This design comes from an exercise in tuning for small area on the open sky130 flow, not from production work. Only simulation tests tie the RTL to the original design; equivalence was not proved. Power is estimated from default activity; no workload was simulated.

==> flow/design.v <==
module csr_file (
    input  logic        clk,
    input  logic        reset,
    input  logic        csr_valid,
    input  logic        csr_w_valid,
    input  logic [11:0] csr_ra,
    output logic [63:0] csr_rd,
    input  logic        wr_valid,
    input  logic [11:0] wr_addr,
    input  logic [63:0] wr_data,
    input  logic        commit_valid,
    input  logic        trap_valid,
    input  logic [63:0] trap_pc,
    input  logic [63:0] trap_cause,
    input  logic [63:0] trap_tval,
    input  logic        mret_valid,
    output logic        redirect_valid,
    output logic [63:0] redirect_pc
);
    typedef logic [63:0] word_t;
    localparam logic [11:0] A_MSTATUS  = 12'h300;
    localparam logic [11:0] A_MIE      = 12'h304;
    localparam logic [11:0] A_MTVEC    = 12'h305;
    localparam logic [11:0] A_MSCRATCH = 12'h340;
    localparam logic [11:0] A_MEPC     = 12'h341;
    localparam logic [11:0] A_MCAUSE   = 12'h342;
    localparam logic [11:0] A_MTVAL    = 12'h343;
    localparam logic [11:0] A_MIP      = 12'h344;
    localparam logic [11:0] A_MCYCLE   = 12'hB00;
    localparam logic [11:0] A_MINSTRET = 12'hB02;
    logic        st_mie, st_mpie;
    logic [1:0]  st_mpp;
    logic [63:2] mtvec, mepc;
    word_t       mie, mscratch, mcause, mtval, mip, mcycle, minstret;
    logic        redir_trap;
    logic unused_w_valid;
    assign unused_w_valid = csr_w_valid;
    logic wr_en;
    assign wr_en = wr_valid & ~trap_valid & ~mret_valid;
    logic w_mstatus, w_mie, w_mtvec, w_mscratch, w_mepc, w_mcause, w_mtval, w_mip, w_mcycle, w_minstret;
    assign w_mstatus  = wr_en & (wr_addr == A_MSTATUS);
    assign w_mie      = wr_en & (wr_addr == A_MIE);
    assign w_mtvec    = wr_en & (wr_addr == A_MTVEC);
    assign w_mscratch = wr_en & (wr_addr == A_MSCRATCH);
    assign w_mepc     = wr_en & (wr_addr == A_MEPC);
    assign w_mcause   = wr_en & (wr_addr == A_MCAUSE);
    assign w_mtval    = wr_en & (wr_addr == A_MTVAL);
    assign w_mip      = wr_en & (wr_addr == A_MIP);
    assign w_mcycle   = wr_en & (wr_addr == A_MCYCLE);
    assign w_minstret = wr_en & (wr_addr == A_MINSTRET);
    logic r_mstatus, r_mie, r_mtvec, r_mscratch, r_mepc, r_mcause, r_mtval, r_mip, r_mcycle, r_minstret;
    assign r_mstatus  = (csr_ra == A_MSTATUS);
    assign r_mie      = (csr_ra == A_MIE);
    assign r_mtvec    = (csr_ra == A_MTVEC);
    assign r_mscratch = (csr_ra == A_MSCRATCH);
    assign r_mepc     = (csr_ra == A_MEPC);
    assign r_mcause   = (csr_ra == A_MCAUSE);
    assign r_mtval    = (csr_ra == A_MTVAL);
    assign r_mip      = (csr_ra == A_MIP);
    assign r_mcycle   = (csr_ra == A_MCYCLE);
    assign r_minstret = (csr_ra == A_MINSTRET);
    logic byp;
    assign byp = (w_mstatus & r_mstatus) | (w_mie & r_mie) | (w_mtvec & r_mtvec) |
                 (w_mscratch & r_mscratch) | (w_mepc & r_mepc) | (w_mcause & r_mcause) |
                 (w_mtval & r_mtval) | (w_mip & r_mip) | (w_mcycle & r_mcycle) |
                 (w_minstret & r_minstret);
    logic s_reg, s_byp;
    assign s_reg = csr_valid & ~byp;
    assign s_byp = csr_valid & byp;
    word_t byp_mask;
    always_comb begin
        byp_mask = {64{s_byp}};
        if (r_mstatus) byp_mask = {51'd0, s_byp, s_byp, 3'd0, s_byp, 3'd0, s_byp, 3'd0};
        if (r_mtvec | r_mepc) byp_mask[1:0] = 2'b00;
    end
    word_t v_mstatus, v_mtvec, v_mepc;
    assign v_mstatus = {51'd0, st_mpp, 3'd0, st_mpie, 3'd0, st_mie, 3'd0};
    assign v_mtvec   = {mtvec, 2'b00};
    assign v_mepc    = {mepc, 2'b00};
    assign csr_rd = ({64{s_reg & r_mstatus}}  & v_mstatus) |
                    ({64{s_reg & r_mie}}      & mie)       |
                    ({64{s_reg & r_mtvec}}    & v_mtvec)   |
                    ({64{s_reg & r_mscratch}} & mscratch)  |
                    ({64{s_reg & r_mepc}}     & v_mepc)    |
                    ({64{s_reg & r_mcause}}   & mcause)    |
                    ({64{s_reg & r_mtval}}    & mtval)     |
                    ({64{s_reg & r_mip}}      & mip)       |
                    ({64{s_reg & r_mcycle}}   & mcycle)    |
                    ({64{s_reg & r_minstret}} & minstret)  |
                    (byp_mask & wr_data);
    always_ff @(posedge clk) begin
        redirect_valid <= ~reset & (trap_valid | mret_valid);
        redir_trap     <= trap_valid;
    end
    assign redirect_pc = redir_trap ? {mtvec, 2'b00} : {mepc, 2'b00};
    logic nr;
    assign nr = ~reset;
    logic l_mie, l_mtvec, l_mscratch, l_mip, l_mepc, l_mcause, l_mtval, l_mcycle, l_minstret;
    logic h_mie, h_mtvec, h_mscratch, h_mip, h_mepc, h_mcause, h_mtval, h_mcycle, h_minstret;
    logic t_ld;
    assign l_mie      = w_mie      & nr;
    assign l_mtvec    = w_mtvec    & nr;
    assign l_mscratch = w_mscratch & nr;
    assign l_mip      = w_mip      & nr;
    assign l_mepc     = w_mepc     & nr;
    assign l_mcause   = w_mcause   & nr;
    assign l_mtval    = w_mtval    & nr;
    assign l_mcycle   = w_mcycle   & nr;
    assign l_minstret = w_minstret & nr;
    assign h_mie      = ~(w_mie      | reset);
    assign h_mtvec    = ~(w_mtvec    | reset);
    assign h_mscratch = ~(w_mscratch | reset);
    assign h_mip      = ~(w_mip      | reset);
    assign h_mepc     = ~(w_mepc   | reset | trap_valid);
    assign h_mcause   = ~(w_mcause | reset | trap_valid);
    assign h_mtval    = ~(w_mtval  | reset | trap_valid);
    assign h_mcycle   = ~(w_mcycle   | reset);
    assign h_minstret = ~(w_minstret | reset);
    assign t_ld       = trap_valid & nr;
    localparam int CB = 8;
    word_t cy_c, cy_i;
    logic [63/CB:0] bc_c, bc_i;
    assign bc_c[0] = 1'b1;
    assign bc_i[0] = commit_valid & ~trap_valid;
    for (genvar b = 1; b < 64 / CB; b++) begin : g_blk
        assign bc_c[b] = bc_c[b-1] & (&mcycle[CB*(b-1) +: CB]);
        assign bc_i[b] = bc_i[b-1] & (&minstret[CB*(b-1) +: CB]);
    end
    for (genvar i = 0; i < 64; i++) begin : g_carry
        if (i % CB == 0) begin : g_first
            assign cy_c[i] = bc_c[i / CB];
            assign cy_i[i] = bc_i[i / CB];
        end else begin : g_next
            assign cy_c[i] = cy_c[i-1] & mcycle[i-1];
            assign cy_i[i] = cy_i[i-1] & minstret[i-1];
        end
    end
    always_ff @(posedge clk) begin
        mie      <= ({64{l_mie}}      & wr_data)       | ({64{h_mie}}      & mie);
        mtvec    <= ({62{l_mtvec}}    & wr_data[63:2]) | ({62{h_mtvec}}    & mtvec);
        mscratch <= ({64{l_mscratch}} & wr_data)       | ({64{h_mscratch}} & mscratch);
        mip      <= ({64{l_mip}}      & wr_data)       | ({64{h_mip}}      & mip);
        mepc     <= ({62{t_ld}} & trap_pc[63:2]) | ({62{l_mepc}}   & wr_data[63:2]) | ({62{h_mepc}}   & mepc);
        mcause   <= ({64{t_ld}} & trap_cause)    | ({64{l_mcause}} & wr_data)       | ({64{h_mcause}} & mcause);
        mtval    <= ({64{t_ld}} & trap_tval)     | ({64{l_mtval}}  & wr_data)       | ({64{h_mtval}}  & mtval);
        mcycle   <= ({64{l_mcycle}}   & wr_data) | ({64{h_mcycle}}   & (mcycle   ^ cy_c));
        minstret <= ({64{l_minstret}} & wr_data) | ({64{h_minstret}} & (minstret ^ cy_i));
    end
    always_ff @(posedge clk) begin
        if (reset) begin
            st_mie  <= 1'b0;
            st_mpie <= 1'b0;
            st_mpp  <= 2'b00;
        end else if (trap_valid) begin
            st_mie  <= 1'b0;
            st_mpie <= st_mie;
            st_mpp  <= 2'b11;
        end else if (mret_valid) begin
            st_mie  <= st_mpie;
            st_mpie <= 1'b1;
            st_mpp  <= 2'b11;
        end else if (w_mstatus) begin
            st_mie  <= wr_data[3];
            st_mpie <= wr_data[7];
            st_mpp  <= wr_data[12:11];
        end
    end
endmodule
export LEC_CHECK = 0
export CAP_MARGIN = 20
export CORE_MARGIN = 2
export CORE_UTILIZATION = 40
export SLEW_MARGIN = 20
create_clock -name core_clock -period 7.0 [get_ports {clk}]
standard.sh (not shown) runs the stock make flow with config.mk's settings and CLKGATE_MAP_FILE= SYNTH_SCRIPT=/design/flow/synth_recipe.tcl, a recipe that flattens the netlist after the stock synthesis.
==> flow/flow/run.sh <==
#!/bin/bash
# Layout flow: the standard flow (standard.sh) with two changes:
#  - synthesis is the standard flow's script with ABC's mapping step run with an area-oriented
#    script (flow/abc_area.script); everything before ABC, including register
#    mapping and naming, is unchanged;
#  - port buffers are the smallest buffer (buf_1) rather than the resizer's pick.
# Every tool's output goes to the ORFS logs under orfs/logs, and make's to flow.log.
set -euo pipefail
W=$PWD
export AREA_ABC_SCRIPT=$W/flow/abc_area.script
export BUFFER_PORTS_ARGS="-buffer_cell sky130_fd_sc_hd__buf_1"
if [[ -f $W/flow/cts_args ]]; then export CTS_ARGS="$(cat $W/flow/cts_args)"; fi

{
  head -n 1 synth_recipe.tcl
  cat <<'EOT'
proc abc {args} {
  set i [lsearch -exact $args -script]
  if {$i >= 0} { set args [lreplace $args $i [expr {$i + 1}] -script $::env(AREA_ABC_SCRIPT)] }
  yosys abc {*}$args
}
EOT
  if [[ -f $W/flow/no_extract_fa ]]; then echo 'proc extract_fa {args} { }'; fi
  tail -n +2 synth_recipe.tcl
} > area_synth.tcl

sed "s#SYNTH_SCRIPT=[^ ]*#SYNTH_SCRIPT=$W/area_synth.tcl#" standard.sh > area_standard.sh
bash area_standard.sh > flow.log 2>&1
==> flow/flow/abc_area.script <==
&get -n
&st
&dch
&nf -R 1000 -p -C 32 -F 8 -A 8 -a
&put
The starting point produced a clean layout.
==> next run, changes <==
==> flow/flow/cts_args (new file) <==
-sink_clustering_enable -repair_clock_nets -buf_list "sky130_fd_sc_hd__clkbuf_4 sky130_fd_sc_hd__clkbuf_8" -dont_use_dummy_load -sink_clustering_size 16 -sink_clustering_max_diameter 60
==> flow/flow/no_extract_fa (new file) <==
- GPL_TIMING_DRIVEN: not set -> 0
Outcome:
- global-route usage climbs by 0.64 points
- combinational power rose by a little under a tenth
- setup slack loses 0.095 ns
- total power is lower by about a fifth
- die area is about the same
- non-clock buffer count climbs by 53
- register-to-register slack gets worse by 0.86 ns
- synthesized cell count went up by roughly a tenth
- sequential cell count is unchanged
- clock skew increases by 0.026 ns
- critical path depth came out higher by 3
==> next run, changes <==
- CAP_MARGIN: 20 -> 10
- CORE_UTILIZATION: 40 -> 60
- GPL_TIMING_DRIVEN: 0 -> not set
- SLEW_MARGIN: 20 -> 10
Result:
- The changed run went through all stages and came out clean
- clock skew climbs by 0.015 ns
- final cell count decreases by 8.7%
- total power came out lower by 2.4%
- sequential power hardly moves
- sequential share of layout area rises by 2.7 points
- global-route usage went up by 11 points
- synthesized cell count does not change
- maximum frequency is higher by 2.5%
==> next run, changes <==
- CAP_MARGIN: 10 -> 20
- CORE_UTILIZATION: 60 -> 40
- SLEW_MARGIN: 10 -> 20
First-iteration DRC count falls by about 15%. Worst setup slack gets better by 0.12 ns. Maximum frequency grows by 1.9%. Power went up by about 1.8%. Combinational power stays flat. Utilization goes down by 23 points. Via count goes down by 1.8%. Clock-buffer cell count climbs by 4. Global-route usage decreases by 11 points.
==> next run, changes <==
==> flow/flow/cts_args (replaced) <==
-sink_clustering_enable -repair_clock_nets -buf_list "sky130_fd_sc_hd__clkbuf_4 sky130_fd_sc_hd__clkbuf_8" -dont_use_dummy_load
removed: flow/flow/no_extract_fa
Outcome: Total power rose by 15%; worst setup slack is worse by 0.11 ns; routed wire length fell by 1.8%.

==> afterwards: timing with drivers on the ports <==
In the flow no input, the clock included, has a driving cell. The finished layouts below were timed again as built, in two steps. Step 1, drivers: a clkbuf_16 drives clk and a buf_2 each remaining input, both assumed. Step 2 adds t to the input delays and takes it off the output delays; t is the mean of the earliest and latest rising clock arrival at the registers after step 1. Input paths then give back, and output paths get back, about the clock's delay inside the block. Three values: ideal, step 1, step 2; two values: the first two.
run | shift t [ns] | slack for setup (ns) | latest minus earliest clock arrival (ns) | slew at the worst register clock pin (ns) | worst slew at a driven data input, ns
the first run | 0.680 | 0.324 / 0.301 / 0.301 | 0.021 / 0.021 | 0.06 / 0.06 | 0.12
the second run | 0.712 | 0.228 / 0.189 / -0.260 | 0.046 / 0.047 | 0.11 / 0.11 | 0.11
the third run | 0.697 | 0.395 / 0.372 / 0.372 | 0.059 / 0.060 | 0.11 / 0.11 | 0.15
the fourth run | 0.704 | 0.519 / 0.489 / 0.489 | 0.083 / 0.083 | 0.11 / 0.11 | 0.12
the fifth run | 0.717 | 0.405 / 0.383 / 0.383 | 0.077 / 0.077 | 0.06 / 0.06 | 0.11
Met with ideal ports but missed after step 2: setup timing in the second run. For the second run, which loses most, drivers alone change the setup slack by -0.039 ns; drivers and shift together by -0.488 ns.
